Background: an optimization exercise with open tools, aiming at small area and a short achievable clock period. Do not read the settings as production practice.
Function was not checked in any run shown here: the RTL went through the layout flow alone.

### flow/run.sh
#!/bin/bash
# synth_recipe.tcl (not shown) runs the flow's synth.tcl, then flattens the netlist and writes it again
# the make line also repeats each setting of config.mk as NAME=value (left out here)
make -C /OpenROAD-flow-scripts/flow DESIGN_CONFIG=/design/flow/config.mk WORK_HOME=/design/flow/orfs CLKGATE_MAP_FILE= SYNTH_SCRIPT=/design/flow/synth_recipe.tcl finish
### flow/config.mk
export PLATFORM = sky130hd
export DESIGN_NAME = arith_encoder
export DESIGN_NICKNAME = arith_encoder
export VERILOG_FILES = /design/flow/design.v
export SDC_FILE = /design/flow/constraint.sdc
export NUM_CORES = 4
export LEC_CHECK = 0
export CAP_MARGIN = 20
export CORE_MARGIN = 2
export CORE_UTILIZATION = 40
export SLEW_MARGIN = 20
### flow/constraint.sdc
create_clock -name core_clock -period 9.0 [get_ports {general_clk}]
set_input_delay 1.8000 -clock core_clock [delete_from_list [all_inputs] [get_ports {general_clk}]]
set_output_delay 1.8000 -clock core_clock [all_outputs]
set_load 0.01 [all_outputs]
### flow/design.v
`timescale 1ns/1ps
module arith_encoder #(
  parameter int SYMBOL_WIDTH = 4
) (
  input  logic                    general_clk,
  input  logic                    reset,
  input  logic                    in_valid,
  input  logic [15:0]             fl,
  input  logic [15:0]             fh,
  input  logic [SYMBOL_WIDTH-1:0] symbol,
  input  logic [SYMBOL_WIDTH:0]   nsyms,
  input  logic                    bool_mode,
  output logic                    out_valid,
  output logic [15:0]             range_out,
  output logic [23:0]             low_out,
  output logic [4:0]              cnt_out,
  output logic [1:0]              bit_flag,
  output logic [15:0]             out_bit_1,
  output logic [15:0]             out_bit_2
);
  logic              vin;
  logic [9:0]        fl6, fh6;
  logic              first, sel_a, sel_c, sel_q;
  logic [5:0]        kd;        
  logic [4:0]        kdiff;     
  logic              kpos;
  logic [9:0]        m_p, m_q;
  logic              i_x, i_en, i_z;
  logic [10:0]       i_m2;
  logic [5:0]        i_k;
  logic [9:0]        i_n;
  logic [4:0]        i_o2;
  assign vin   = in_valid & ~reset;
  assign fl6   = fl[15:6];
  assign fh6   = fh[15:6];
  assign first = (fl == 16'h8000);
  assign sel_a = vin & bool_mode & symbol[0];
  assign sel_c = vin & ~bool_mode & ~first;
  assign sel_q = vin & ~(bool_mode & symbol[0]);    
  assign kd    = {1'b0, nsyms} - {2'b00, symbol};
  assign kpos  = ~kd[5] & (kd[4:0] != 5'd0);
  assign kdiff = kd[5] ? 5'd0 : kd[4:0];
  assign m_p  = sel_a ? fh6 : (sel_c ? fl6 : 10'd0);
  assign m_q  = sel_q ? fh6 : 10'd0;
  assign i_m2 = {1'b0, m_p} - {1'b0, m_q};
  assign i_x  = ~sel_a & ~sel_c;
  assign i_z  = ~sel_a & ~sel_c;
  assign i_en = sel_q & fh6[0] & ~(sel_c & fl6[0]);
  assign i_n  = sel_c ? fl6 : fh6;
  assign i_o2 = sel_c ? kdiff : 5'd1;
  always_comb begin
    if (sel_a)                i_k = 6'd1;
    else if (sel_c)           i_k = {5'd0, kpos};
    else if (!vin)            i_k = 6'd0;
    else if (bool_mode)       i_k = 6'h3f;
    else if (kpos)            i_k = 6'd1 - {1'b0, kdiff};
    else                      i_k = 6'd0;
  end
  logic              p_x, p_en, p_z;
  logic [10:0]       p_m2;
  logic [5:0]        p_k;
  logic [9:0]        p_n;
  logic [4:0]        p_o2;
  logic              v1, v2;
  always_ff @(posedge general_clk) begin
    p_x  <= i_x;
    p_en <= i_en;
    p_z  <= i_z;
    p_m2 <= i_m2;
    p_k  <= i_k;
    p_n  <= i_n;
    p_o2 <= i_o2;
  end
  logic [15:0] range_q;
  logic [7:0]  r8;
  logic [16:0] sum2;
  logic [15:0] raw;
  logic [15:0] add_next;
  logic [16:0] sum2n;
  assign r8 = range_q[15:8];
  wire lt_1, lt_2;
  assign lt_1 = (r8[7] & p_m2[0]) ^ (r8[6] & p_m2[1]);
  assign lt_2 = (r8[7] & p_m2[0]) & (r8[6] & p_m2[1]);
  wire lt_3, lt_4;
  assign lt_3 = (r8[7] & p_m2[1]) ^ (r8[6] & p_m2[2]) ^ (r8[5] & p_m2[3]);
  assign lt_4 = ((r8[7] & p_m2[1]) ^ (r8[6] & p_m2[2])) ? (r8[5] & p_m2[3]) : (r8[7] & p_m2[1]);
  wire lt_5, lt_6;
  assign lt_5 = (r8[4] & p_m2[4]) ^ (r8[3] & p_m2[5]);
  assign lt_6 = (r8[4] & p_m2[4]) & (r8[3] & p_m2[5]);
  wire lt_7, lt_8;
  assign lt_7 = (r8[7] & p_m2[2]) ^ (r8[6] & p_m2[3]) ^ (r8[5] & p_m2[4]);
  assign lt_8 = ((r8[7] & p_m2[2]) ^ (r8[6] & p_m2[3])) ? (r8[5] & p_m2[4]) : (r8[7] & p_m2[2]);
  wire lt_9, lt_10;
  assign lt_9 = (r8[4] & p_m2[5]) ^ (r8[3] & p_m2[6]);
  assign lt_10 = (r8[4] & p_m2[5]) & (r8[3] & p_m2[6]);
  wire lt_11, lt_12;
  assign lt_11 = (r8[7] & p_m2[3]) ^ (r8[6] & p_m2[4]) ^ (r8[5] & p_m2[5]);
  assign lt_12 = ((r8[7] & p_m2[3]) ^ (r8[6] & p_m2[4])) ? (r8[5] & p_m2[5]) : (r8[7] & p_m2[3]);
  wire lt_13, lt_14;
  assign lt_13 = (r8[4] & p_m2[0]) ^ (r8[3] & p_m2[1]);
  assign lt_14 = (r8[4] & p_m2[0]) & (r8[3] & p_m2[1]);
  wire lt_15, lt_16;
  assign lt_15 = (r8[5] & p_m2[0]) ^ (r8[4] & p_m2[1]) ^ (r8[3] & p_m2[2]);
  assign lt_16 = ((r8[5] & p_m2[0]) ^ (r8[4] & p_m2[1])) ? (r8[3] & p_m2[2]) : (r8[5] & p_m2[0]);
  wire lt_17, lt_18;
  assign lt_17 = (r8[2] & p_m2[3]) ^ (r8[1] & p_m2[4]);
  assign lt_18 = (r8[2] & p_m2[3]) & (r8[1] & p_m2[4]);
  wire lt_19, lt_20;
  assign lt_19 = (r8[6] & p_m2[0]) ^ (r8[5] & p_m2[1]) ^ (r8[4] & p_m2[2]);
  assign lt_20 = ((r8[6] & p_m2[0]) ^ (r8[5] & p_m2[1])) ? (r8[4] & p_m2[2]) : (r8[6] & p_m2[0]);
  wire lt_21, lt_22;
  assign lt_21 = (r8[3] & p_m2[3]) ^ (r8[2] & p_m2[4]) ^ (r8[1] & p_m2[5]);
  assign lt_22 = ((r8[3] & p_m2[3]) ^ (r8[2] & p_m2[4])) ? (r8[1] & p_m2[5]) : (r8[3] & p_m2[3]);
  wire lt_23, lt_24;
  assign lt_23 = (r8[0] & p_m2[6]) ^ (range_q[5] & p_x);
  assign lt_24 = (r8[0] & p_m2[6]) & (range_q[5] & p_x);
  wire lt_25, lt_26;
  assign lt_25 = (r8[5] & p_m2[2]) ^ (r8[4] & p_m2[3]) ^ (r8[3] & p_m2[4]);
  assign lt_26 = ((r8[5] & p_m2[2]) ^ (r8[4] & p_m2[3])) ? (r8[3] & p_m2[4]) : (r8[5] & p_m2[2]);
  wire lt_27, lt_28;
  assign lt_27 = (r8[2] & p_m2[5]) ^ (r8[1] & p_m2[6]) ^ (r8[0] & p_m2[7]);
  assign lt_28 = ((r8[2] & p_m2[5]) ^ (r8[1] & p_m2[6])) ? (r8[0] & p_m2[7]) : (r8[2] & p_m2[5]);
  wire lt_29, lt_30;
  assign lt_29 = (range_q[6] & p_x) ^ p_k[4] ^ lt_1;
  assign lt_30 = ((range_q[6] & p_x) ^ p_k[4]) ? lt_1 : (range_q[6] & p_x);
  wire lt_31, lt_32;
  assign lt_31 = (r8[2] & p_m2[6]) ^ (r8[1] & p_m2[7]) ^ (r8[0] & p_m2[8]);
  assign lt_32 = ((r8[2] & p_m2[6]) ^ (r8[1] & p_m2[7])) ? (r8[0] & p_m2[8]) : (r8[2] & p_m2[6]);
  wire lt_33, lt_34;
  assign lt_33 = (range_q[7] & p_x) ^ ~p_k[5] ^ 1'b1;
  assign lt_34 = ((range_q[7] & p_x) ^ ~p_k[5]) ? 1'b1 : (range_q[7] & p_x);
  wire lt_35, lt_36;
  assign lt_35 = lt_3 ^ lt_5 ^ lt_2;
  assign lt_36 = (lt_3 ^ lt_5) ? lt_2 : lt_3;
  wire lt_37, lt_38;
  assign lt_37 = (r8[2] & p_m2[7]) ^ (r8[1] & p_m2[8]) ^ (r8[0] & p_m2[9]);
  assign lt_38 = ((r8[2] & p_m2[7]) ^ (r8[1] & p_m2[8])) ? (r8[0] & p_m2[9]) : (r8[2] & p_m2[7]);
  wire lt_39, lt_40;
  assign lt_39 = (range_q[8] & p_x) ^ 1'b1 ^ lt_7;
  assign lt_40 = ((range_q[8] & p_x) ^ 1'b1) ? lt_7 : (range_q[8] & p_x);
  wire lt_41, lt_42;
  assign lt_41 = lt_9 ^ lt_4 ^ lt_6;
  assign lt_42 = (lt_9 ^ lt_4) ? lt_6 : lt_9;
  wire lt_43, lt_44;
  assign lt_43 = (r8[4] & p_m2[6]) ^ (r8[3] & p_m2[7]) ^ (r8[2] & p_m2[8]);
  assign lt_44 = ((r8[4] & p_m2[6]) ^ (r8[3] & p_m2[7])) ? (r8[2] & p_m2[8]) : (r8[4] & p_m2[6]);
  wire lt_45, lt_46;
  assign lt_45 = (r8[1] & p_m2[9]) ^ ~(r8[0] & p_m2[10]) ^ (range_q[9] & p_x);
  assign lt_46 = ((r8[1] & p_m2[9]) ^ ~(r8[0] & p_m2[10])) ? (range_q[9] & p_x) : (r8[1] & p_m2[9]);
  wire lt_47, lt_48;
  assign lt_47 = lt_11 ^ lt_8 ^ lt_10;
  assign lt_48 = (lt_11 ^ lt_8) ? lt_10 : lt_11;
  wire lt_49, lt_50;
  assign lt_49 = (r8[7] & p_m2[4]) ^ (r8[6] & p_m2[5]) ^ (r8[5] & p_m2[6]);
  assign lt_50 = ((r8[7] & p_m2[4]) ^ (r8[6] & p_m2[5])) ? (r8[5] & p_m2[6]) : (r8[7] & p_m2[4]);
  wire lt_51, lt_52;
  assign lt_51 = (r8[4] & p_m2[7]) ^ (r8[3] & p_m2[8]) ^ (r8[2] & p_m2[9]);
  assign lt_52 = ((r8[4] & p_m2[7]) ^ (r8[3] & p_m2[8])) ? (r8[2] & p_m2[9]) : (r8[4] & p_m2[7]);
  wire lt_53, lt_54;
  assign lt_53 = ~(r8[1] & p_m2[10]) ^ (range_q[10] & p_x) ^ lt_12;
  assign lt_54 = (~(r8[1] & p_m2[10]) ^ (range_q[10] & p_x)) ? lt_12 : ~(r8[1] & p_m2[10]);
  wire lt_55, lt_56;
  assign lt_55 = (r8[7] & p_m2[5]) ^ (r8[6] & p_m2[6]) ^ (r8[5] & p_m2[7]);
  assign lt_56 = ((r8[7] & p_m2[5]) ^ (r8[6] & p_m2[6])) ? (r8[5] & p_m2[7]) : (r8[7] & p_m2[5]);
  wire lt_57, lt_58;
  assign lt_57 = (r8[4] & p_m2[8]) ^ (r8[3] & p_m2[9]) ^ ~(r8[2] & p_m2[10]);
  assign lt_58 = ((r8[4] & p_m2[8]) ^ (r8[3] & p_m2[9])) ? ~(r8[2] & p_m2[10]) : (r8[4] & p_m2[8]);
  wire lt_59, lt_60;
  assign lt_59 = (r8[7] & p_m2[6]) ^ (r8[6] & p_m2[7]) ^ (r8[5] & p_m2[8]);
  assign lt_60 = ((r8[7] & p_m2[6]) ^ (r8[6] & p_m2[7])) ? (r8[5] & p_m2[8]) : (r8[7] & p_m2[6]);
  wire lt_61, lt_62;
  assign lt_61 = (r8[3] & p_m2[0]) ^ (r8[2] & p_m2[1]) ^ (r8[1] & p_m2[2]);
  assign lt_62 = ((r8[3] & p_m2[0]) ^ (r8[2] & p_m2[1])) ? (r8[1] & p_m2[2]) : (r8[3] & p_m2[0]);
  wire lt_63, lt_64;
  assign lt_63 = (r8[2] & p_m2[2]) ^ (r8[1] & p_m2[3]) ^ (r8[0] & p_m2[4]);
  assign lt_64 = ((r8[2] & p_m2[2]) ^ (r8[1] & p_m2[3])) ? (r8[0] & p_m2[4]) : (r8[2] & p_m2[2]);
  wire lt_65, lt_66;
  assign lt_65 = (range_q[3] & p_x) ^ p_k[1];
  assign lt_66 = (range_q[3] & p_x) & p_k[1];
  wire lt_67, lt_68;
  assign lt_67 = (r8[0] & p_m2[5]) ^ (range_q[4] & p_x) ^ p_k[2];
  assign lt_68 = ((r8[0] & p_m2[5]) ^ (range_q[4] & p_x)) ? p_k[2] : (r8[0] & p_m2[5]);
  wire lt_69, lt_70;
  assign lt_69 = lt_15 ^ lt_17 ^ lt_14;
  assign lt_70 = (lt_15 ^ lt_17) ? lt_14 : lt_15;
  wire lt_71, lt_72;
  assign lt_71 = p_k[3] ^ lt_19 ^ lt_21;
  assign lt_72 = (p_k[3] ^ lt_19) ? lt_21 : p_k[3];
  wire lt_73, lt_74;
  assign lt_73 = lt_23 ^ lt_16 ^ lt_18;
  assign lt_74 = (lt_23 ^ lt_16) ? lt_18 : lt_23;
  wire lt_75, lt_76;
  assign lt_75 = lt_25 ^ lt_27 ^ lt_29;
  assign lt_76 = (lt_25 ^ lt_27) ? lt_29 : lt_25;
  wire lt_77, lt_78;
  assign lt_77 = lt_20 ^ lt_22 ^ lt_24;
  assign lt_78 = (lt_20 ^ lt_22) ? lt_24 : lt_20;
  wire lt_79, lt_80;
  assign lt_79 = lt_31 ^ lt_33 ^ lt_35;
  assign lt_80 = (lt_31 ^ lt_33) ? lt_35 : lt_31;
  wire lt_81, lt_82;
  assign lt_81 = lt_26 ^ lt_28 ^ lt_30;
  assign lt_82 = (lt_26 ^ lt_28) ? lt_30 : lt_26;
  wire lt_83, lt_84;
  assign lt_83 = lt_37 ^ lt_39 ^ lt_41;
  assign lt_84 = (lt_37 ^ lt_39) ? lt_41 : lt_37;
  wire lt_85, lt_86;
  assign lt_85 = lt_32 ^ lt_34 ^ lt_36;
  assign lt_86 = (lt_32 ^ lt_34) ? lt_36 : lt_32;
  wire lt_87, lt_88;
  assign lt_87 = lt_43 ^ lt_45 ^ lt_47;
  assign lt_88 = (lt_43 ^ lt_45) ? lt_47 : lt_43;
  wire lt_89, lt_90;
  assign lt_89 = lt_38 ^ lt_40 ^ lt_42;
  assign lt_90 = (lt_38 ^ lt_40) ? lt_42 : lt_38;
  wire lt_91, lt_92;
  assign lt_91 = lt_49 ^ lt_51 ^ lt_53;
  assign lt_92 = (lt_49 ^ lt_51) ? lt_53 : lt_49;
  wire lt_93, lt_94;
  assign lt_93 = lt_44 ^ lt_46 ^ lt_48;
  assign lt_94 = (lt_44 ^ lt_46) ? lt_48 : lt_44;
  wire lt_95, lt_96;
  assign lt_95 = (range_q[11] & p_x) ^ lt_55 ^ lt_57;
  assign lt_96 = ((range_q[11] & p_x) ^ lt_55) ? lt_57 : (range_q[11] & p_x);
  wire lt_97, lt_98;
  assign lt_97 = lt_50 ^ lt_52 ^ lt_54;
  assign lt_98 = (lt_50 ^ lt_52) ? lt_54 : lt_50;
  wire lt_99, lt_100;
  assign lt_99 = (r8[4] & p_m2[9]) ^ ~(r8[3] & p_m2[10]) ^ (range_q[12] & p_x);
  assign lt_100 = ((r8[4] & p_m2[9]) ^ ~(r8[3] & p_m2[10])) ? (range_q[12] & p_x) : (r8[4] & p_m2[9]);
  wire lt_101, lt_102;
  assign lt_101 = lt_59 ^ lt_56 ^ lt_58;
  assign lt_102 = (lt_59 ^ lt_56) ? lt_58 : lt_59;
  wire lt_103, lt_104;
  assign lt_103 = (r8[7] & p_m2[7]) ^ (r8[6] & p_m2[8]) ^ (r8[5] & p_m2[9]);
  assign lt_104 = ((r8[7] & p_m2[7]) ^ (r8[6] & p_m2[8])) ? (r8[5] & p_m2[9]) : (r8[7] & p_m2[7]);
  wire lt_105, lt_106;
  assign lt_105 = ~(r8[4] & p_m2[10]) ^ (range_q[13] & p_x) ^ lt_60;
  assign lt_106 = (~(r8[4] & p_m2[10]) ^ (range_q[13] & p_x)) ? lt_60 : ~(r8[4] & p_m2[10]);
  wire lt_107, lt_108;
  assign lt_107 = (r8[7] & p_m2[8]) ^ (r8[6] & p_m2[9]) ^ ~(r8[5] & p_m2[10]);
  assign lt_108 = ((r8[7] & p_m2[8]) ^ (r8[6] & p_m2[9])) ? ~(r8[5] & p_m2[10]) : (r8[7] & p_m2[8]);
  wire lt_109, lt_110;
  assign lt_109 = (r8[1] & p_m2[0]) ^ (r8[0] & p_m2[1]);
  assign lt_110 = (r8[1] & p_m2[0]) & (r8[0] & p_m2[1]);
  wire lt_111, lt_112;
  assign lt_111 = (r8[2] & p_m2[0]) ^ (r8[1] & p_m2[1]) ^ (r8[0] & p_m2[2]);
  assign lt_112 = ((r8[2] & p_m2[0]) ^ (r8[1] & p_m2[1])) ? (r8[0] & p_m2[2]) : (r8[2] & p_m2[0]);
  wire lt_113, lt_114;
  assign lt_113 = (r8[0] & p_m2[3]) ^ (range_q[2] & p_x) ^ p_k[0];
  assign lt_114 = ((r8[0] & p_m2[3]) ^ (range_q[2] & p_x)) ? p_k[0] : (r8[0] & p_m2[3]);
  wire lt_115, lt_116;
  assign lt_115 = lt_13 ^ lt_63 ^ lt_65;
  assign lt_116 = (lt_13 ^ lt_63) ? lt_65 : lt_13;
  wire lt_117, lt_118;
  assign lt_117 = lt_67 ^ lt_69 ^ lt_64;
  assign lt_118 = (lt_67 ^ lt_69) ? lt_64 : lt_67;
  wire lt_119, lt_120;
  assign lt_119 = lt_71 ^ lt_73 ^ lt_68;
  assign lt_120 = (lt_71 ^ lt_73) ? lt_68 : lt_71;
  wire lt_121, lt_122;
  assign lt_121 = lt_75 ^ lt_77 ^ lt_72;
  assign lt_122 = (lt_75 ^ lt_77) ? lt_72 : lt_75;
  wire lt_123, lt_124;
  assign lt_123 = lt_79 ^ lt_81 ^ lt_76;
  assign lt_124 = (lt_79 ^ lt_81) ? lt_76 : lt_79;
  wire lt_125, lt_126;
  assign lt_125 = lt_83 ^ lt_85 ^ lt_80;
  assign lt_126 = (lt_83 ^ lt_85) ? lt_80 : lt_83;
  wire lt_127, lt_128;
  assign lt_127 = lt_87 ^ lt_89 ^ lt_84;
  assign lt_128 = (lt_87 ^ lt_89) ? lt_84 : lt_87;
  wire lt_129, lt_130;
  assign lt_129 = lt_91 ^ lt_93 ^ lt_88;
  assign lt_130 = (lt_91 ^ lt_93) ? lt_88 : lt_91;
  wire lt_131, lt_132;
  assign lt_131 = lt_95 ^ lt_97 ^ lt_92;
  assign lt_132 = (lt_95 ^ lt_97) ? lt_92 : lt_95;
  wire lt_133, lt_134;
  assign lt_133 = lt_99 ^ lt_101 ^ lt_96;
  assign lt_134 = (lt_99 ^ lt_101) ? lt_96 : lt_99;
  wire lt_135, lt_136;
  assign lt_135 = lt_103 ^ lt_105 ^ lt_100;
  assign lt_136 = (lt_103 ^ lt_105) ? lt_100 : lt_103;
  wire lt_137, lt_138;
  assign lt_137 = (range_q[14] & p_x) ^ lt_107 ^ lt_104;
  assign lt_138 = ((range_q[14] & p_x) ^ lt_107) ? lt_104 : (range_q[14] & p_x);
  wire lt_139, lt_140;
  assign lt_139 = (r8[7] & p_m2[9]) ^ ~(r8[6] & p_m2[10]) ^ (range_q[15] & p_x);
  assign lt_140 = ((r8[7] & p_m2[9]) ^ ~(r8[6] & p_m2[10])) ? (range_q[15] & p_x) : (r8[7] & p_m2[9]);
  wire lt_141, lt_142;
  assign lt_141 = (range_q[0] & p_x) ^ (p_en & r8[0]);
  assign lt_142 = (range_q[0] & p_x) & (p_en & r8[0]);
  wire lt_143, lt_144;
  assign lt_143 = (range_q[1] & p_x) ^ lt_111 ^ lt_110;
  assign lt_144 = ((range_q[1] & p_x) ^ lt_111) ? lt_110 : (range_q[1] & p_x);
  wire lt_145, lt_146;
  assign lt_145 = lt_61 ^ lt_113 ^ lt_112;
  assign lt_146 = (lt_61 ^ lt_113) ? lt_112 : lt_61;
  wire lt_147, lt_148;
  assign lt_147 = lt_62 ^ lt_115 ^ lt_114;
  assign lt_148 = (lt_62 ^ lt_115) ? lt_114 : lt_62;
  wire lt_149, lt_150;
  assign lt_149 = lt_66 ^ lt_117 ^ lt_116;
  assign lt_150 = (lt_66 ^ lt_117) ? lt_116 : lt_66;
  wire lt_151, lt_152;
  assign lt_151 = lt_70 ^ lt_119 ^ lt_118;
  assign lt_152 = (lt_70 ^ lt_119) ? lt_118 : lt_70;
  wire lt_153, lt_154;
  assign lt_153 = lt_74 ^ lt_121 ^ lt_120;
  assign lt_154 = (lt_74 ^ lt_121) ? lt_120 : lt_74;
  wire lt_155, lt_156;
  assign lt_155 = lt_78 ^ lt_123 ^ lt_122;
  assign lt_156 = (lt_78 ^ lt_123) ? lt_122 : lt_78;
  wire lt_157, lt_158;
  assign lt_157 = lt_82 ^ lt_125 ^ lt_124;
  assign lt_158 = (lt_82 ^ lt_125) ? lt_124 : lt_82;
  wire lt_159, lt_160;
  assign lt_159 = lt_86 ^ lt_127 ^ lt_126;
  assign lt_160 = (lt_86 ^ lt_127) ? lt_126 : lt_86;
  wire lt_161, lt_162;
  assign lt_161 = lt_90 ^ lt_129 ^ lt_128;
  assign lt_162 = (lt_90 ^ lt_129) ? lt_128 : lt_90;
  wire lt_163, lt_164;
  assign lt_163 = lt_94 ^ lt_131 ^ lt_130;
  assign lt_164 = (lt_94 ^ lt_131) ? lt_130 : lt_94;
  wire lt_165, lt_166;
  assign lt_165 = lt_98 ^ lt_133 ^ lt_132;
  assign lt_166 = (lt_98 ^ lt_133) ? lt_132 : lt_98;
  wire lt_167, lt_168;
  assign lt_167 = lt_102 ^ lt_135 ^ lt_134;
  assign lt_168 = (lt_102 ^ lt_135) ? lt_134 : lt_102;
  wire lt_169, lt_170;
  assign lt_169 = lt_106 ^ lt_137 ^ lt_136;
  assign lt_170 = (lt_106 ^ lt_137) ? lt_136 : lt_106;
  wire lt_171, lt_172;
  assign lt_171 = lt_108 ^ lt_139 ^ lt_138;
  assign lt_172 = (lt_108 ^ lt_139) ? lt_138 : lt_108;
  wire [16:0] lt_a, lt_b;
  assign lt_a = {lt_171, lt_169, lt_167, lt_165, lt_163, lt_161, lt_159, lt_157, lt_155, lt_153, lt_151, lt_149, lt_147, lt_145, lt_143, lt_109, 1'b0};
  assign lt_b = {lt_170, lt_168, lt_166, lt_164, lt_162, lt_160, lt_158, lt_156, lt_154, lt_152, lt_150, lt_148, lt_146, lt_144, lt_142, lt_141, 1'b0};
  assign sum2 = lt_a + lt_b;
  assign raw  = sum2[16:1];
  wire at_1, at_2;
  assign at_1 = range_q[6] ^ ~p_o2[4];
  assign at_2 = range_q[6] & ~p_o2[4];
  wire at_3, at_4;
  assign at_3 = range_q[7] ^ ~(r8[7] & p_n[1]);
  assign at_4 = range_q[7] & ~(r8[7] & p_n[1]);
  wire at_5, at_6;
  assign at_5 = range_q[8] ^ ~(r8[7] & p_n[2]);
  assign at_6 = range_q[8] & ~(r8[7] & p_n[2]);
  wire at_7, at_8;
  assign at_7 = range_q[9] ^ ~(r8[7] & p_n[3]);
  assign at_8 = range_q[9] & ~(r8[7] & p_n[3]);
  wire at_9, at_10;
  assign at_9 = range_q[2] ^ ~p_o2[0];
  assign at_10 = range_q[2] & ~p_o2[0];
  wire at_11, at_12;
  assign at_11 = range_q[3] ^ ~p_o2[1] ^ ~(r8[4] & p_n[0]);
  assign at_12 = (range_q[3] ^ ~p_o2[1]) ? ~(r8[4] & p_n[0]) : range_q[3];
  wire at_13, at_14;
  assign at_13 = range_q[4] ^ ~p_o2[2] ^ ~(r8[5] & p_n[0]);
  assign at_14 = (range_q[4] ^ ~p_o2[2]) ? ~(r8[5] & p_n[0]) : range_q[4];
  wire at_15, at_16;
  assign at_15 = ~(r8[4] & p_n[1]) ^ ~(r8[3] & p_n[2]);
  assign at_16 = ~(r8[4] & p_n[1]) & ~(r8[3] & p_n[2]);
  wire at_17, at_18;
  assign at_17 = range_q[5] ^ ~p_o2[3] ^ ~(r8[6] & p_n[0]);
  assign at_18 = (range_q[5] ^ ~p_o2[3]) ? ~(r8[6] & p_n[0]) : range_q[5];
  wire at_19, at_20;
  assign at_19 = ~(r8[5] & p_n[1]) ^ ~(r8[4] & p_n[2]) ^ ~(r8[3] & p_n[3]);
  assign at_20 = (~(r8[5] & p_n[1]) ^ ~(r8[4] & p_n[2])) ? ~(r8[3] & p_n[3]) : ~(r8[5] & p_n[1]);
  wire at_21, at_22;
  assign at_21 = ~(r8[2] & p_n[4]) ^ ~(r8[1] & p_n[5]);
  assign at_22 = ~(r8[2] & p_n[4]) & ~(r8[1] & p_n[5]);
  wire at_23, at_24;
  assign at_23 = ~(r8[7] & p_n[0]) ^ ~(r8[6] & p_n[1]) ^ ~(r8[5] & p_n[2]);
  assign at_24 = (~(r8[7] & p_n[0]) ^ ~(r8[6] & p_n[1])) ? ~(r8[5] & p_n[2]) : ~(r8[7] & p_n[0]);
  wire at_25, at_26;
  assign at_25 = ~(r8[4] & p_n[3]) ^ ~(r8[3] & p_n[4]) ^ ~(r8[2] & p_n[5]);
  assign at_26 = (~(r8[4] & p_n[3]) ^ ~(r8[3] & p_n[4])) ? ~(r8[2] & p_n[5]) : ~(r8[4] & p_n[3]);
  wire at_27, at_28;
  assign at_27 = ~(r8[1] & p_n[6]) ^ ~(r8[0] & p_n[7]) ^ at_1;
  assign at_28 = (~(r8[1] & p_n[6]) ^ ~(r8[0] & p_n[7])) ? at_1 : ~(r8[1] & p_n[6]);
  wire at_29, at_30;
  assign at_29 = ~(r8[6] & p_n[2]) ^ ~(r8[5] & p_n[3]) ^ ~(r8[4] & p_n[4]);
  assign at_30 = (~(r8[6] & p_n[2]) ^ ~(r8[5] & p_n[3])) ? ~(r8[4] & p_n[4]) : ~(r8[6] & p_n[2]);
  wire at_31, at_32;
  assign at_31 = ~(r8[3] & p_n[5]) ^ ~(r8[2] & p_n[6]) ^ ~(r8[1] & p_n[7]);
  assign at_32 = (~(r8[3] & p_n[5]) ^ ~(r8[2] & p_n[6])) ? ~(r8[1] & p_n[7]) : ~(r8[3] & p_n[5]);
  wire at_33, at_34;
  assign at_33 = ~(r8[0] & p_n[8]) ^ at_3 ^ at_2;
  assign at_34 = (~(r8[0] & p_n[8]) ^ at_3) ? at_2 : ~(r8[0] & p_n[8]);
  wire at_35, at_36;
  assign at_35 = ~(r8[6] & p_n[3]) ^ ~(r8[5] & p_n[4]) ^ ~(r8[4] & p_n[5]);
  assign at_36 = (~(r8[6] & p_n[3]) ^ ~(r8[5] & p_n[4])) ? ~(r8[4] & p_n[5]) : ~(r8[6] & p_n[3]);
  wire at_37, at_38;
  assign at_37 = ~(r8[3] & p_n[6]) ^ ~(r8[2] & p_n[7]) ^ ~(r8[1] & p_n[8]);
  assign at_38 = (~(r8[3] & p_n[6]) ^ ~(r8[2] & p_n[7])) ? ~(r8[1] & p_n[8]) : ~(r8[3] & p_n[6]);
  wire at_39, at_40;
  assign at_39 = ~(r8[0] & p_n[9]) ^ at_5 ^ at_4;
  assign at_40 = (~(r8[0] & p_n[9]) ^ at_5) ? at_4 : ~(r8[0] & p_n[9]);
  wire at_41, at_42;
  assign at_41 = ~(r8[6] & p_n[4]) ^ ~(r8[5] & p_n[5]) ^ ~(r8[4] & p_n[6]);
  assign at_42 = (~(r8[6] & p_n[4]) ^ ~(r8[5] & p_n[5])) ? ~(r8[4] & p_n[6]) : ~(r8[6] & p_n[4]);
  wire at_43, at_44;
  assign at_43 = ~(r8[3] & p_n[7]) ^ ~(r8[2] & p_n[8]) ^ ~(r8[1] & p_n[9]);
  assign at_44 = (~(r8[3] & p_n[7]) ^ ~(r8[2] & p_n[8])) ? ~(r8[1] & p_n[9]) : ~(r8[3] & p_n[7]);
  wire at_45, at_46;
  assign at_45 = 1'b1 ^ at_7 ^ at_6;
  assign at_46 = (1'b1 ^ at_7) ? at_6 : 1'b1;
  wire at_47, at_48;
  assign at_47 = range_q[10] ^ ~(r8[7] & p_n[4]) ^ ~(r8[6] & p_n[5]);
  assign at_48 = (range_q[10] ^ ~(r8[7] & p_n[4])) ? ~(r8[6] & p_n[5]) : range_q[10];
  wire at_49, at_50;
  assign at_49 = ~(r8[5] & p_n[6]) ^ ~(r8[4] & p_n[7]) ^ ~(r8[3] & p_n[8]);
  assign at_50 = (~(r8[5] & p_n[6]) ^ ~(r8[4] & p_n[7])) ? ~(r8[3] & p_n[8]) : ~(r8[5] & p_n[6]);
  wire at_51, at_52;
  assign at_51 = ~(r8[2] & p_n[9]) ^ at_8;
  assign at_52 = ~(r8[2] & p_n[9]) & at_8;
  wire at_53, at_54;
  assign at_53 = range_q[11] ^ ~(r8[7] & p_n[5]) ^ ~(r8[6] & p_n[6]);
  assign at_54 = (range_q[11] ^ ~(r8[7] & p_n[5])) ? ~(r8[6] & p_n[6]) : range_q[11];
  wire at_55, at_56;
  assign at_55 = ~(r8[5] & p_n[7]) ^ ~(r8[4] & p_n[8]);
  assign at_56 = ~(r8[5] & p_n[7]) & ~(r8[4] & p_n[8]);
  wire at_57, at_58;
  assign at_57 = range_q[12] ^ ~(r8[7] & p_n[6]);
  assign at_58 = range_q[12] & ~(r8[7] & p_n[6]);
  wire at_59, at_60;
  assign at_59 = ~(r8[3] & p_n[0]) ^ ~(r8[2] & p_n[1]) ^ ~(r8[1] & p_n[2]);
  assign at_60 = (~(r8[3] & p_n[0]) ^ ~(r8[2] & p_n[1])) ? ~(r8[1] & p_n[2]) : ~(r8[3] & p_n[0]);
  wire at_61, at_62;
  assign at_61 = ~(r8[3] & p_n[1]) ^ ~(r8[2] & p_n[2]) ^ ~(r8[1] & p_n[3]);
  assign at_62 = (~(r8[3] & p_n[1]) ^ ~(r8[2] & p_n[2])) ? ~(r8[1] & p_n[3]) : ~(r8[3] & p_n[1]);
  wire at_63, at_64;
  assign at_63 = ~(r8[0] & p_n[4]) ^ at_11;
  assign at_64 = ~(r8[0] & p_n[4]) & at_11;
  wire at_65, at_66;
  assign at_65 = ~(r8[2] & p_n[3]) ^ ~(r8[1] & p_n[4]) ^ ~(r8[0] & p_n[5]);
  assign at_66 = (~(r8[2] & p_n[3]) ^ ~(r8[1] & p_n[4])) ? ~(r8[0] & p_n[5]) : ~(r8[2] & p_n[3]);
  wire at_67, at_68;
  assign at_67 = at_13 ^ at_15 ^ at_12;
  assign at_68 = (at_13 ^ at_15) ? at_12 : at_13;
  wire at_69, at_70;
  assign at_69 = ~(r8[0] & p_n[6]) ^ at_17 ^ at_19;
  assign at_70 = (~(r8[0] & p_n[6]) ^ at_17) ? at_19 : ~(r8[0] & p_n[6]);
  wire at_71, at_72;
  assign at_71 = at_21 ^ at_14 ^ at_16;
  assign at_72 = (at_21 ^ at_14) ? at_16 : at_21;
  wire at_73, at_74;
  assign at_73 = at_23 ^ at_25 ^ at_27;
  assign at_74 = (at_23 ^ at_25) ? at_27 : at_23;
  wire at_75, at_76;
  assign at_75 = at_18 ^ at_20 ^ at_22;
  assign at_76 = (at_18 ^ at_20) ? at_22 : at_18;
  wire at_77, at_78;
  assign at_77 = at_29 ^ at_31 ^ at_33;
  assign at_78 = (at_29 ^ at_31) ? at_33 : at_29;
  wire at_79, at_80;
  assign at_79 = at_24 ^ at_26 ^ at_28;
  assign at_80 = (at_24 ^ at_26) ? at_28 : at_24;
  wire at_81, at_82;
  assign at_81 = at_35 ^ at_37 ^ at_39;
  assign at_82 = (at_35 ^ at_37) ? at_39 : at_35;
  wire at_83, at_84;
  assign at_83 = at_30 ^ at_32 ^ at_34;
  assign at_84 = (at_30 ^ at_32) ? at_34 : at_30;
  wire at_85, at_86;
  assign at_85 = at_41 ^ at_43 ^ at_45;
  assign at_86 = (at_41 ^ at_43) ? at_45 : at_41;
  wire at_87, at_88;
  assign at_87 = at_36 ^ at_38 ^ at_40;
  assign at_88 = (at_36 ^ at_38) ? at_40 : at_36;
  wire at_89, at_90;
  assign at_89 = at_47 ^ at_49 ^ at_51;
  assign at_90 = (at_47 ^ at_49) ? at_51 : at_47;
  wire at_91, at_92;
  assign at_91 = at_42 ^ at_44 ^ at_46;
  assign at_92 = (at_42 ^ at_44) ? at_46 : at_42;
  wire at_93, at_94;
  assign at_93 = ~(r8[3] & p_n[9]) ^ at_53 ^ at_55;
  assign at_94 = (~(r8[3] & p_n[9]) ^ at_53) ? at_55 : ~(r8[3] & p_n[9]);
  wire at_95, at_96;
  assign at_95 = at_48 ^ at_50 ^ at_52;
  assign at_96 = (at_48 ^ at_50) ? at_52 : at_48;
  wire at_97, at_98;
  assign at_97 = ~(r8[6] & p_n[7]) ^ ~(r8[5] & p_n[8]) ^ ~(r8[4] & p_n[9]);
  assign at_98 = (~(r8[6] & p_n[7]) ^ ~(r8[5] & p_n[8])) ? ~(r8[4] & p_n[9]) : ~(r8[6] & p_n[7]);
  wire at_99, at_100;
  assign at_99 = at_57 ^ at_54 ^ at_56;
  assign at_100 = (at_57 ^ at_54) ? at_56 : at_57;
  wire at_101, at_102;
  assign at_101 = range_q[13] ^ ~(r8[7] & p_n[7]) ^ ~(r8[6] & p_n[8]);
  assign at_102 = (range_q[13] ^ ~(r8[7] & p_n[7])) ? ~(r8[6] & p_n[8]) : range_q[13];
  wire at_103, at_104;
  assign at_103 = ~(r8[5] & p_n[9]) ^ at_58;
  assign at_104 = ~(r8[5] & p_n[9]) & at_58;
  wire at_105, at_106;
  assign at_105 = range_q[14] ^ ~(r8[7] & p_n[8]);
  assign at_106 = range_q[14] & ~(r8[7] & p_n[8]);
  wire at_107, at_108;
  assign at_107 = range_q[1] ^ ~(r8[2] & p_n[0]);
  assign at_108 = range_q[1] & ~(r8[2] & p_n[0]);
  wire at_109, at_110;
  assign at_109 = ~(r8[0] & p_n[3]) ^ 1'b1 ^ at_9;
  assign at_110 = (~(r8[0] & p_n[3]) ^ 1'b1) ? at_9 : ~(r8[0] & p_n[3]);
  wire at_111, at_112;
  assign at_111 = at_10 ^ at_61 ^ at_63;
  assign at_112 = (at_10 ^ at_61) ? at_63 : at_10;
  wire at_113, at_114;
  assign at_113 = at_65 ^ at_67 ^ at_62;
  assign at_114 = (at_65 ^ at_67) ? at_62 : at_65;
  wire at_115, at_116;
  assign at_115 = at_69 ^ at_71 ^ at_66;
  assign at_116 = (at_69 ^ at_71) ? at_66 : at_69;
  wire at_117, at_118;
  assign at_117 = at_73 ^ at_75 ^ at_70;
  assign at_118 = (at_73 ^ at_75) ? at_70 : at_73;
  wire at_119, at_120;
  assign at_119 = at_77 ^ at_79 ^ at_74;
  assign at_120 = (at_77 ^ at_79) ? at_74 : at_77;
  wire at_121, at_122;
  assign at_121 = at_81 ^ at_83 ^ at_78;
  assign at_122 = (at_81 ^ at_83) ? at_78 : at_81;
  wire at_123, at_124;
  assign at_123 = at_85 ^ at_87 ^ at_82;
  assign at_124 = (at_85 ^ at_87) ? at_82 : at_85;
  wire at_125, at_126;
  assign at_125 = at_89 ^ at_91 ^ at_86;
  assign at_126 = (at_89 ^ at_91) ? at_86 : at_89;
  wire at_127, at_128;
  assign at_127 = at_93 ^ at_95 ^ at_90;
  assign at_128 = (at_93 ^ at_95) ? at_90 : at_93;
  wire at_129, at_130;
  assign at_129 = at_97 ^ at_99 ^ at_94;
  assign at_130 = (at_97 ^ at_99) ? at_94 : at_97;
  wire at_131, at_132;
  assign at_131 = at_101 ^ at_103 ^ at_98;
  assign at_132 = (at_101 ^ at_103) ? at_98 : at_101;
  wire at_133, at_134;
  assign at_133 = ~(r8[6] & p_n[9]) ^ at_105 ^ at_102;
  assign at_134 = (~(r8[6] & p_n[9]) ^ at_105) ? at_102 : ~(r8[6] & p_n[9]);
  wire at_135, at_136;
  assign at_135 = range_q[15] ^ ~(r8[7] & p_n[9]);
  assign at_136 = range_q[15] & ~(r8[7] & p_n[9]);
  wire at_137, at_138;
  assign at_137 = range_q[0] ^ ~(r8[1] & p_n[0]);
  assign at_138 = range_q[0] & ~(r8[1] & p_n[0]);
  wire at_139, at_140;
  assign at_139 = ~(r8[1] & p_n[1]) ^ ~(r8[0] & p_n[2]) ^ at_107;
  assign at_140 = (~(r8[1] & p_n[1]) ^ ~(r8[0] & p_n[2])) ? at_107 : ~(r8[1] & p_n[1]);
  wire at_141, at_142;
  assign at_141 = at_59 ^ at_109 ^ at_108;
  assign at_142 = (at_59 ^ at_109) ? at_108 : at_59;
  wire at_143, at_144;
  assign at_143 = at_60 ^ at_111 ^ at_110;
  assign at_144 = (at_60 ^ at_111) ? at_110 : at_60;
  wire at_145, at_146;
  assign at_145 = at_64 ^ at_113 ^ at_112;
  assign at_146 = (at_64 ^ at_113) ? at_112 : at_64;
  wire at_147, at_148;
  assign at_147 = at_68 ^ at_115 ^ at_114;
  assign at_148 = (at_68 ^ at_115) ? at_114 : at_68;
  wire at_149, at_150;
  assign at_149 = at_72 ^ at_117 ^ at_116;
  assign at_150 = (at_72 ^ at_117) ? at_116 : at_72;
  wire at_151, at_152;
  assign at_151 = at_76 ^ at_119 ^ at_118;
  assign at_152 = (at_76 ^ at_119) ? at_118 : at_76;
  wire at_153, at_154;
  assign at_153 = at_80 ^ at_121 ^ at_120;
  assign at_154 = (at_80 ^ at_121) ? at_120 : at_80;
  wire at_155, at_156;
  assign at_155 = at_84 ^ at_123 ^ at_122;
  assign at_156 = (at_84 ^ at_123) ? at_122 : at_84;
  wire at_157, at_158;
  assign at_157 = at_88 ^ at_125 ^ at_124;
  assign at_158 = (at_88 ^ at_125) ? at_124 : at_88;
  wire at_159, at_160;
  assign at_159 = at_92 ^ at_127 ^ at_126;
  assign at_160 = (at_92 ^ at_127) ? at_126 : at_92;
  wire at_161, at_162;
  assign at_161 = at_96 ^ at_129 ^ at_128;
  assign at_162 = (at_96 ^ at_129) ? at_128 : at_96;
  wire at_163, at_164;
  assign at_163 = at_100 ^ at_131 ^ at_130;
  assign at_164 = (at_100 ^ at_131) ? at_130 : at_100;
  wire at_165, at_166;
  assign at_165 = at_104 ^ at_133 ^ at_132;
  assign at_166 = (at_104 ^ at_133) ? at_132 : at_104;
  wire at_167, at_168;
  assign at_167 = at_106 ^ at_135 ^ at_134;
  assign at_168 = (at_106 ^ at_135) ? at_134 : at_106;
  wire [16:0] at_a, at_b;
  assign at_a = {at_167, at_165, at_163, at_161, at_159, at_157, at_155, at_153, at_151, at_149, at_147, at_145, at_143, at_141, at_139, ~(r8[0] & p_n[1]), 1'b0};
  assign at_b = {at_166, at_164, at_162, at_160, at_158, at_156, at_154, at_152, at_150, at_148, at_146, at_144, at_142, at_140, at_138, at_137, 1'b0};
  assign sum2n    = at_a + at_b;
  assign add_next = (p_z | reset) ? 16'd0 : sum2n[16:1];
  logic       z8, z4, z2, z1, raw_zero;
  logic [15:0] t1, t2, t3, range_next;
  logic [3:0]  d_next;
  assign z8 = ~|raw[15:8];
  assign t1 = z8 ? {raw[7:0], 8'd0} : raw;
  assign z4 = ~|t1[15:12];
  assign t2 = z4 ? {t1[11:0], 4'd0} : t1;
  assign z2 = ~|t2[15:14];
  assign t3 = z2 ? {t2[13:0], 2'd0} : t2;
  assign z1 = ~t3[15];
  assign range_next = z1 ? {t3[14:0], 1'b0} : t3;
  assign raw_zero = ~|raw;
  assign d_next = (raw_zero | reset) ? 4'd0 : {z8, z4, z2, z1};
  logic [15:0] add_q;
  logic [3:0]  d_q;
  always_ff @(posedge general_clk) begin
    if (reset) range_q <= 16'd32768;
    else       range_q <= range_next;
    add_q <= add_next;
    d_q   <= d_next;
  end
  logic [23:0] low_q;
  logic [3:0]  cq;
  logic [23:0] low_sum;
  logic [4:0]  e_sum;        
  logic        emit1, emit2;
  logic [2:0]  f_sum;        
  logic [23:0] low_shl;
  logic [23:0] low_next;
  logic [3:0]  cq_next;
  logic [7:0]  keep_hi;
  logic [24:0] win_src;
  logic [23:0] win;
  assign low_sum = low_q + {8'd0, add_q};
  assign e_sum   = {1'b0, cq} + {1'b0, d_q};
  assign emit1   = e_sum >= 5'd9;
  assign emit2   = e_sum >= 5'd17;
  assign f_sum   = e_sum[2:0] - 3'd1;    
  assign low_shl = low_sum << d_q;
  always_comb begin
    case (f_sum)
      3'd0: keep_hi = 8'h00;
      3'd1: keep_hi = 8'h01;
      3'd2: keep_hi = 8'h03;
      3'd3: keep_hi = 8'h07;
      3'd4: keep_hi = 8'h0f;
      3'd5: keep_hi = 8'h1f;
      3'd6: keep_hi = 8'h3f;
      default: keep_hi = 8'h7f;
    endcase
    if (!emit1) keep_hi = 8'hff;
  end
  assign low_next = low_shl & {keep_hi, 16'hffff};
  assign cq_next  = emit1 ? {1'b0, f_sum} + 4'd1 : e_sum[3:0];
  assign win_src = {low_sum, 1'b0};
  assign win     = 24'(win_src >> cq);
  always_ff @(posedge general_clk) begin
    if (reset) begin
      low_q <= '0;
      cq    <= '0;
      v1    <= 1'b0;
      v2    <= 1'b0;
    end else begin
      low_q <= low_next;
      cq    <= cq_next;
      v1    <= vin;
      v2    <= v1;
    end
  end
  assign out_valid = v2;
  assign range_out = range_q;
  assign low_out   = low_next;
  assign cnt_out   = {1'b0, cq_next} - 5'd9;
  assign bit_flag  = {emit2, emit1 & ~emit2};
  assign out_bit_1 = win[23:8];
  assign out_bit_2 = {8'd0, win[7:0]};
endmodule
==> results.txt, run 1 <==
- Top Ports: approximately 130
- Fraction of layout cells with a size suffix above 1: 0.0467
- # nets final: roughly 2.2k
- WP data arrival: between 5000 and 6000 ps
- Met3 Usage GRT: 0.0217
- FF-to-FF setup slack: around 2000 ps
- Clock Skew: about 12 ps
- # DRC: 0
- Largest net degree at the start of global routing: 33
- Setup Fix Bufs, Post-CTS: 0
- Clk latency of the worst-skew pair: between 300 and 400 ps
- GR Util met1: 0.300
- 1st-pass router iterations: 6
- Final period util: 0.788
- Total core area: roughly 37000 sq um
- Synthesized area per cell: ~7.4 sq um
- Syn Inst Count: between 2k and 2.5k
- Hold wc startpoint: v1$_SDFF_PP0_
- CTS sink count: 100
- Vias: 14.4k
- DP HPWL: about 35000 um
- Die width: a little under 200 um
- Setup Viol. Count Final: 0
- Congestion Overflow GR: 0
- Setup TNS: 0 ps
- Worst Hold End: v2$_SDFF_PP0_
- Mapped Area: between 10000 and 15000 sq um
- H-tree depth: 3
- GR peak layer: met2
- Final Hold Fails: 0
- Crit Reg-Reg Endpoint: range_q[6]$_SDFF_PP0_
- Final Wtd Congestion: about 0.9
- Worst EP required: between 7000 and 8000 ps
- CTS buffer count: 9
- Final wirelength: roughly 45000 um
- Initial antenna violation count: 0
- Seq cells post-synth: 100
- Worst r2r src: p_x$_DFF_P_
- Status: complete, no violations
- Slew @ Worst Pin: 964 ps
- CTS Root Cell: clkbuf_16
- Worst Path Max Fanout: 7
- Register area share after synthesis: 0.133
- Global-route wire length before repair: 72700 um
- Syn-to-layout area delta: 11.1%
- CTS tree: built
- Initial Util: 0.408
- RSZ-0062 raised after global routing: false
- Buffers on Ports: 110
- Crit path capture type: output port
- Detail Route Antenna Nets: 0
- Prevailing post-synth register cell: dfxtp_1
- Max Slew Vio Count: 0
- Vias per cell: roughly 5.7
- Overall Global Routing Usage: 0.230
- Post-synth top area cell: dfxtp_1
- Wire length per cell: approximately 18 um
- Worst r2r path cells: 20
- Yosys warns: 1
- ANT cells: 0
- Vias in the first global route: 14.1k
- Die Y: 198 um
- FP Rows: 70
- Clock slew at reported path FFs: about 80 ps
- CP Launch Type: flop
- Drt initial violations: just under 1k
- # hold bufs at CTS: 0
- Netlist cell types: 94
- Post-synth top area share: 0.133
- Hold path cells: 1
- Post-synth EDFFs: 0
- Hold Crit Class: flop to flop
- Gates resized, CTS repair: 0
- Met2 Track Usage GR: 0.392
- Most common cell in the netlist: nand2_1
- Max Cap Viol: 0
- Worst hold slack: about 470 ps
- Headroom to the max-slew limit: 0.352
- Die Area: around 39000 sq um
- Crit Path Category: flop to output port
- Area contributors post-synth: dfxtp_1 (13%), xnor2_1 (13%), ha_1 (8.2%)
- Ys async rst share: 0
- Highest clock rate: around 140 MHz
- Most instantiated cells after synthesis: nand2_1 (315), xnor2_1 (228), nor2_1 (159), a21oi_1 (132), dfxtp_1 (100)
- Final period demand of the worst path: 7090 ps
- Clk buf depth: 2
kinds of logic (layout without fill, tap and decap cells):
family	count (synthesis)	after routing	synth area share
AND/OR/NAND/NOR	682	682	0.204
AO/OA/AOI/OAI	458	458	0.205
XOR/XNOR	324	324	0.194
adder cells (fa/ha/maj)	193	193	0.151
buffers and inverters	190	225	0.0525
flip-flops	100	100	0.133
multiplexers	67	67	0.0597
other	1	8	0.000250
area by class of cell:
class,instances,area [sq um]
Clock inverter,7,82.6
Fill cell,3767,20100
Multi-Input combinational cell,1732,12200
Tap cell,468,586
Clock buffer,9,225
Sequential cell,100,2000
Inverter,84,315
Timing Repair Buffer,125,1210
metal layers:
layer  vias to the layer above  wire (um)
met1                      6807      20300
met3                        86       2080
li1                       7104          -
met4                         0       1550
met5                         -          0
met2                       408      20700
metrics by stage:
step                      std cells  instance area, sq um  setup WS (ps)  utilization
after floorplan                2022                 15000           2770            -
after global placement         2509                 16400           2150        0.444
after detailed placement       2509                 16400           2150        0.444
after CTS                      2525                 16700           1940        0.453
after global routing           2525                 16700           1390        0.453
final                          2525                 16700           1910        0.453
cells in the final DEF, fill, tap and decap left out, types with 12 or more instances in the layout:
cell	n
a211oi_1	36
a21o_1	27
a21oi_1	132
and2_1	43
and3_1	12
buf_4	15
clkdlybuf4s50_1	110
dfxtp_1	100
ha_1	98
inv_1	81
maj3_1	86
mux2i_1	41
mux4_2	17
nand2_1	315
nand2b_1	22
nand3_1	24
nor2_1	159
nor2b_1	17
nor3_1	29
o211ai_1	17
o21a_1	17
o21ai_0	76
o22ai_1	16
or2_2	16
xnor2_1	228
xor2_1	91
worst max path at each step:
stage	start	end	cells past startpoint
finish	add_q[0]$_SDFF_PP0_	out_bit_1[4]	14
global route	range_q[9]$_SDFF_PP0_	range_q[6]$_SDFF_PP0_	21
CTS	add_q[0]$_SDFF_PP0_	out_bit_1[1]	14
detailed placement	p_x$_DFF_P_	range_q[6]$_SDFF_PP0_	20
global placement	p_x$_DFF_P_	range_q[6]$_SDFF_PP0_	20
floorplan	range_q[12]$_SDFF_PP0_	range_q[1]$_SDFF_PP0_	24
flip-flops by register name, summed over array words and instances, names as in the netlist, 4 cells and up:
name     count
add_q       16
p_o2         5
cq           4
p_k          6
range_q     16
low_q       24
p_n         10
d_q          4
p_m2        11
worst max-delay path, cell delays in order, from the launching register on:
cell	delay, ps
dfxtp_1	310
ha_1	220
fa_1	420
a21o_1	180
a21oi_1	350
o21ai_0	210
a31o_2	310
a211oi_1	510
o31ai_1	340
and3_1	320
xnor2_1	210
a311oi_1	560
a21oi_1	200
a22oi_1	240
clkdlybuf4s50_1	560
==> run 2, diff against run 1 <==
--- a/flow/config.mk
+++ b/flow/config.mk
@@ -6,4 +6,6 @@
 export NUM_CORES = 4
 export LEC_CHECK = 0
+export ABC_AREA = 1
+export ABC_CLOCK_PERIOD_IN_PS = 6000
 export CAP_MARGIN = 20
 export CORE_MARGIN = 2
==> run 2 against run 1 <==
Compared with the run above:
- hold slack improved by 46 ps
- flip-flop and latch count did not move
- final area shrank 3.4%
==> results.txt, run 2 <==
- Die Area: 37600 sq um (was 39100 sq um)
- Most frequent cells in the layout: nand2_1 (730), inv_1 (316), o21ai_0 (203) (was nand2_1 (315), xnor2_1 (228), nor2_1 (159))
- Die width: 194 um (was 198 um)
- Area contributors post-synth: nand2_1 (19%), dfxtp_1 (14%), ha_1 (8.5%) (was dfxtp_1 (13%), xnor2_1 (13%), ha_1 (8.2%))
- Initial Util: 0.406 (was 0.408)
- Post-synth top area share: 0.190 (was 0.133)
- Final wirelength: 43300 um (was 44700 um)
- Most common cell after layout, fill and taps aside: nand2_1 (unchanged)
- Prevailing post-synth register cell: dfxtp_1 (unchanged)
- CP most frequent cell: nand2_1 (was a21oi_1)
- Wl on met1: 19900 um (was 20300 um)
- Netlist cell types: 57 (was 94)
- # DRC: 0 (unchanged)
- Most instantiated cells after synthesis: nand2_1 (730), inv_1 (316), o21ai_0 (203), nand3_1 (173), nor2_1 (164) (was nand2_1 (315), xnor2_1 (228), nor2_1 (159), a21oi_1 (132), dfxtp_1 (100))
- Vias in the first global route: 14.8k (was 14.1k)
- Ys async rst share: 0 (unchanged)
- Post-Place Cells: 2968 (was 2509)
- Vias per cell: 5.15 (was 5.70)
- Crit path max-delay family: simple AND/OR/NAND/NOR gates (was compound AO/OA/AOI/OAI gates)
- Biggest register: low_q (unchanged)
- Max reg flops: 24 (unchanged)
- CTS sink count: 100 (unchanged)
- Bufs and invs on worst path: 5 (was 1)
- Max Cap Viol: 0 (unchanged)
- Clock Skew: 15.3 ps (was 12.2 ps)
- Worst Path Max Fanout: 22 (was 7)
- # nets final: 2670 (was 2204)
- Clock slew at reported path FFs: 80 ps (about the same)
- Drt initial violations: 858 (was 961)
- Initial antenna violation count: 0 (unchanged)
- Fraction of layout cells with a size suffix above 1: 0.0432 (was 0.0467)
- Detail Route Antenna Nets: 0 (unchanged)
- Met3 Routed Length: 1780 um (was 2080 um)
- Total core area: 35600 sq um (was 36800 sq um)
- Gates resized, CTS repair: 0 (unchanged)
- Largest net degree at the start of global routing: 31 (was 33)
- Top sig layer: met4 (unchanged)
- Wire length per cell: 14.5 um (was 17.7 um)
- Slew @ Worst Pin: 1090 ps (was 964 ps)
- Max Slew Vio Count: 0 (unchanged)
- Headroom to the max-slew limit: 0.274 (was 0.352)
- Hold Crit Class: flop to flop (unchanged)
- RSZ-0062 raised after global routing: false (unchanged)
- Compound-gate portion of the synthesized area: 0.165 (was 0.205)
- Status: complete, no violations (unchanged)
- WP data arrival: 6760 ps (was 5290 ps)
- Post-synth EDFFs: 0 (unchanged)
- DP HPWL: 35000 um (was 35100 um)
- Synthesized area per cell: 5.85 sq um (was 7.44 sq um)
- Final period util: 0.718 (was 0.788)
- CP Launch Type: flop (unchanged)
- Post-synth top area cell: nand2_1 (was dfxtp_1)
- Post-Synth Adder-Cell Area: 0.106 (was 0.151)
- Global-route wire length before repair: 71700 um (was 72700 um)
- Critical path's largest stage delay: 450 ps (was 560 ps)
- Fillers: 3790 (was 3767)
- Largest regs: low_q (24), add_q (16), range_q (16) (unchanged)
- Post-synthesis mux area share: 0.00625 (was 0.0597)
- Placed cell area: 15800 sq um (was 16400 sq um)
- Setup Fix Bufs, Post-CTS: 0 (unchanged)
- Seq cells post-synth: 100 (unchanged)
- CTS Root Cell: clkbuf_16 (unchanged)
- Worst EP required: 9300 ps (was 7200 ps)
- CTS tree: built (unchanged)
- Yosys warns: 1 (unchanged)
- # hold bufs at CTS: 0 (unchanged)
- XOR/XNOR share of the synthesized area: 0.109 (was 0.194)
- Fin area: 16100 sq um (was 16700 sq um)
- CP max-delay cell: nor2_2 (was a311oi_1)
- Syn Inst Count: 2465 (was 2015)
- FP Rows: 69 (was 70)
- 1st-pass router iterations: 6 (unchanged)
- CTS buffer count: 9 (unchanged)
- Most common cell in the netlist: nand2_1 (unchanged)
- Largest family of logic cells by synthesized area: simple AND/OR/NAND/NOR gates (was compound AO/OA/AOI/OAI gates)
- Die Y: 194 um (was 198 um)
- Post-synthesis simple-gate area fraction: 0.360 (was 0.204)
- Final period demand of the worst path: 6460 ps (was 7090 ps)
- Setup TNS: 0 ps (unchanged)
- H-tree depth: 3 (unchanged)
- Post-Place Worst Slack: 2560 ps (was 2150 ps)
- ANT cells: 0 (unchanged)
- Final WS setup: 2540 ps (was 1910 ps)
- Crit path capture type: flop (was output port)
- Syn-to-layout area delta: 11.6% (was 11.1%)
- Highest clock rate: 155 MHz (was 141 MHz)
- Crit Path Category: flop to flop (was flop to output port)
- Vias: 15.4k (was 14.4k)
- Buffers on Ports: 110 (unchanged)
- Final Hold Fails: 0 (unchanged)
- Mapped Area: 14400 sq um (was 15000 sq um)
- Clk buf depth: 2 (unchanged)
- Congestion Overflow GR: 0 (unchanged)
- Final Wtd Congestion: 0.934 (was 0.912)
- Clk latency of the worst-skew pair: 370 ps (about the same)
- Top Ports: 125 (unchanged)
- Overall Global Routing Usage: 0.230 (about the same)
- FF-to-FF setup slack: 2540 ps (was 2020 ps)
- Register area share after synthesis: 0.139 (was 0.133)
- Fin cells: 2984 (was 2525)
- Setup Viol. Count Final: 0 (unchanged)
- Met2 Wirelength: 20300 um (was 20700 um)
[run 2: final timing paths]
check | cells after the start | to | from
setup / recovery | 36 | range_q[9]$_SDFF_PP0_ | range_q[14]$_SDFF_PP0_
hold / removal | 2 | v2$_SDFF_PP0_ | v1$_SDFF_PP0_
setup reg to reg | 36 | range_q[9]$_SDFF_PP0_ | range_q[14]$_SDFF_PP0_
hold reg to reg | 2 | v2$_SDFF_PP0_ | v1$_SDFF_PP0_
[run 2: cell families after synthesis]
kind of cell	count (synthesis)
flops	100
xor+xnor	180
compound gates	431
simple gates	1210
buf+inv	415
other cells	1
mux	9
fa+ha+maj	119
[run 2: cell type report]
type | count | area (sq um) | area share
Clock buffer | 9 | 225 | 0.0140
Clock inverter | 7 | 70.1 | 0.00435
Inverter | 328 | 1230 | 0.0765
Multi-Input combinational cell | 1957 | 10800 | 0.671
Sequential cell | 100 | 2000 | 0.124
Tap cell | 461 | 577 | 0.0358
Timing Repair Buffer | 122 | 1190 | 0.0740
[run 2: through the flow]
step	util	hold slack (ps)
2_1_floorplan	-	388
4_1_cts	0.452	537
3_3_place_gp	0.444	534
5_1_grt	0.452	542
3_5_place_dp	0.444	531
6_report	0.452	515
[run 2: per-layer routing]
metal	vias to the layer above	GRT usage
met3	68	0.0193
met2	327	0.406
met5	-	0
met4	0	0.0825
li1	8044	-
met1	6924	0.293
[run 2: worst register-to-register path, delay by kind of cell (launching register included)]
kind                       cells  cell delay (ps)
xor gates and xnor gates       6             1160
DFF                            1              310
AOI/OAI and AO/OA              2              420
adders and majority gates      2              600
and+or+nand+nor               21             2920
buffers and inverters          5              990
==> run 3, diff against run 2 <==
--- a/flow/config.mk
+++ b/flow/config.mk
@@ -7,5 +7,5 @@
 export LEC_CHECK = 0
 export ABC_AREA = 1
-export ABC_CLOCK_PERIOD_IN_PS = 6000
+export ABC_CLOCK_PERIOD_IN_PS = 4500
 export CAP_MARGIN = 20
 export CORE_MARGIN = 2
==> run 3 against run 2 <==
Compared with the run above:
- via count stayed put
- clock-buffer cell count stayed put
- clock skew stayed put
- largest cell class unchanged
- hold slack stayed put
- flip-flop and latch count stayed put
- critical endpoint unchanged
==> results.txt, run 3 <==
- Status: complete, no violations (unchanged)
- Post-synth top area share: 0.190 (unchanged)
- # nets final: 2670 (unchanged)
- Critical path's largest stage delay: 450 ps (about the same)
- Worst EP required: 9300 ps (about the same)
- RSZ-0062 raised after global routing: false (unchanged)
- Post-synth EDFFs: 0 (unchanged)
- Most instantiated cells after synthesis: nand2_1 (730), inv_1 (316), o21ai_0 (203), nand3_1 (173), nor2_1 (164) (unchanged)
- Vias: 15.4k (unchanged)
- Synthesized area per cell: 5.85 sq um (unchanged)
- Ys async rst share: 0 (unchanged)
- Clk latency of the worst-skew pair: 370 ps (about the same)
- Max reg flops: 24 (unchanged)
- Die Y: 194 um (unchanged)
- Headroom to the max-slew limit: 0.274 (unchanged)
- Detail Route Antenna Nets: 0 (unchanged)
- Mapped Area: 14400 sq um (unchanged)
- Max Cap Viol: 0 (unchanged)
- # hold bufs at CTS: 0 (unchanged)
- Yosys warns: 1 (unchanged)
- Most frequent cells in the layout: nand2_1 (730), inv_1 (316), o21ai_0 (203) (unchanged)
- CP Launch Type: flop (unchanged)
- CP max-delay cell: nor2_2 (unchanged)
- Final Wtd Congestion: 0.934 (unchanged)
- CP most frequent cell: nand2_1 (unchanged)
- Drt initial violations: 858 (unchanged)
- Overall Global Routing Usage: 0.230 (unchanged)
- CTS sink count: 100 (unchanged)
- Syn Inst Count: 2465 (unchanged)
- Setup TNS: 0 ps (unchanged)
- Final WS setup: 2540 ps (unchanged)
- Initial antenna violation count: 0 (unchanged)
- Final period util: 0.718 (unchanged)
- Post-synth top area cell: nand2_1 (unchanged)
- Clock slew at reported path FFs: 80 ps (about the same)
- Post-Place Worst Slack: 2560 ps (unchanged)
- Vias per cell: 5.15 (unchanged)
- Netlist cell types: 57 (unchanged)
- Initial Util: 0.406 (unchanged)
- Area contributors post-synth: nand2_1 (19%), dfxtp_1 (14%), ha_1 (8.5%) (unchanged)
- Hold Crit Class: flop to flop (unchanged)
- WP data arrival: 6760 ps (about the same)
- Register area share after synthesis: 0.139 (unchanged)
- Vias in the first global route: 14.8k (unchanged)
- Biggest register: low_q (unchanged)
- Max Slew Vio Count: 0 (unchanged)
- Die Area: 37600 sq um (unchanged)
- Clk buf depth: 2 (unchanged)
- Largest regs: low_q (24), add_q (16), range_q (16) (unchanged)
- Prevailing post-synth register cell: dfxtp_1 (unchanged)
- Crit Path Category: flop to flop (unchanged)
- Crit path capture type: flop (unchanged)
- H-tree depth: 3 (unchanged)
- Gates resized, CTS repair: 0 (unchanged)
- Seq cells post-synth: 100 (unchanged)
- CTS tree: built (unchanged)
- Total core area: 35600 sq um (unchanged)
- # DRC: 0 (unchanged)
- Fraction of layout cells with a size suffix above 1: 0.0432 (unchanged)
- Clock Skew: 15.3 ps (unchanged)
- Final Hold Fails: 0 (unchanged)
- Highest clock rate: 155 MHz (unchanged)
- ANT cells: 0 (unchanged)
- Largest net degree at the start of global routing: 31 (unchanged)
- CTS Root Cell: clkbuf_16 (unchanged)
- Slew @ Worst Pin: 1090 ps (unchanged)
- Buffers on Ports: 110 (unchanged)
- FP Rows: 69 (unchanged)
- Most common cell after layout, fill and taps aside: nand2_1 (unchanged)
- Wire length per cell: 14.5 um (unchanged)
- 1st-pass router iterations: 6 (unchanged)
- Congestion Overflow GR: 0 (unchanged)
- Die width: 194 um (unchanged)
- DP HPWL: 35000 um (unchanged)
- CTS buffer count: 9 (unchanged)
- Most common cell in the netlist: nand2_1 (unchanged)
- Setup Fix Bufs, Post-CTS: 0 (unchanged)
- Final wirelength: 43300 um (unchanged)
- Syn-to-layout area delta: 11.6% (unchanged)
- Worst Path Max Fanout: 22 (unchanged)
- Global-route wire length before repair: 71700 um (unchanged)
- Top Ports: 125 (unchanged)
- Final period demand of the worst path: 6460 ps (unchanged)
- Setup Viol. Count Final: 0 (unchanged)
## run 3: cell counts after synthesis
No cell type changed its count.
## run 3: layout make-up
type | count | area (sq um)
multi-input cells | 1957 | 10800
clock buffers | 9 | 225
flip-flops and latches | 100 | 2000
clock inverters | 7 | 70.1
well taps | 461 | 577
fillers | 3790 | 19500
inverters | 328 | 1230
repair buffers | 122 | 1190
## run 3: kinds of logic after synthesis
family / count (synthesis) / share of synthesized area
other cells: 1 / 0.000260
simple gates: 1210 / 0.360
buf+inv: 415 / 0.115
fa+ha+maj: 119 / 0.106
flops: 100 / 0.139
compound gates: 431 / 0.165
mux: 9 / 0.00625
xor+xnor: 180 / 0.109
## run 3: critical path: cells and delay by family, from the launching register on
kind / cells / cell delay (ps)
compound gates: 2 / 420
xor+xnor: 6 / 1160
fa+ha+maj: 2 / 600
buf+inv: 5 / 970
flops: 1 / 310
simple gates: 21 / 2910
## run 3: worst paths after layout
check / slack, ps / cells after the start / endpoint / startpoint
setup / recovery: 2540 / 36 / range_q[9]$_SDFF_PP0_ / range_q[14]$_SDFF_PP0_
hold / removal: 520 / 2 / v2$_SDFF_PP0_ / v1$_SDFF_PP0_
setup reg to reg: 2540 / 36 / range_q[9]$_SDFF_PP0_ / range_q[14]$_SDFF_PP0_
hold reg to reg: 520 / 2 / v2$_SDFF_PP0_ / v1$_SDFF_PP0_
## run 3: metrics by stage
step           area (sq um)  instances  hold WS (ps)   util
6_report              16100       2984           515  0.452
5_1_grt               16100       2984           542  0.452
4_1_cts               16100       2984           537  0.452
3_5_place_dp          15800       2968           531  0.444
3_3_place_gp          15800       2968           534  0.444
2_1_floorplan         14500       2472           388      -
## run 3: routing by layer
layer | share of wire | wire length, um | up-vias | track usage
li1 | - | - | 8044 | -
met1 | 0.46 | 19900 | 6924 | 0.293
met2 | 0.47 | 20300 | 327 | 0.406
met3 | 0.041 | 1780 | 68 | 0.0193
met4 | 0.031 | 1350 | 0 | 0.0825
met5 | 0 | 0 | - | 0

==> port drivers added, routing unchanged <==
No port has a modelled driver above. Below, the same layouts with a new extraction and two added sets of constraints. Step 1 assumes that a clkbuf_16 drives the clock port and a buf_2 every other input. Step 2, shift: input delay + t, output delay - t, t = (earliest + latest rising clock arrival at the registers) / 2. This alone moves slack from input paths to output paths. a / b / c = ideal / step 1 / step 2; a / b = the first two.
| run | shift t [ns] | slack for setup (ns) | slew at the worst register clock pin (ns) |
|---|---|---|---|
| run 1 | 0.413 | 1.905 / 1.855 / 2.019 | 0.08 / 0.08 |
| run 2 | 0.407 | 2.537 / 2.537 / 2.537 | 0.08 / 0.08 |
| run 3 | 0.407 | 2.537 / 2.537 / 2.537 | 0.08 / 0.08 |
After both steps setup and hold are still met in every run listed.
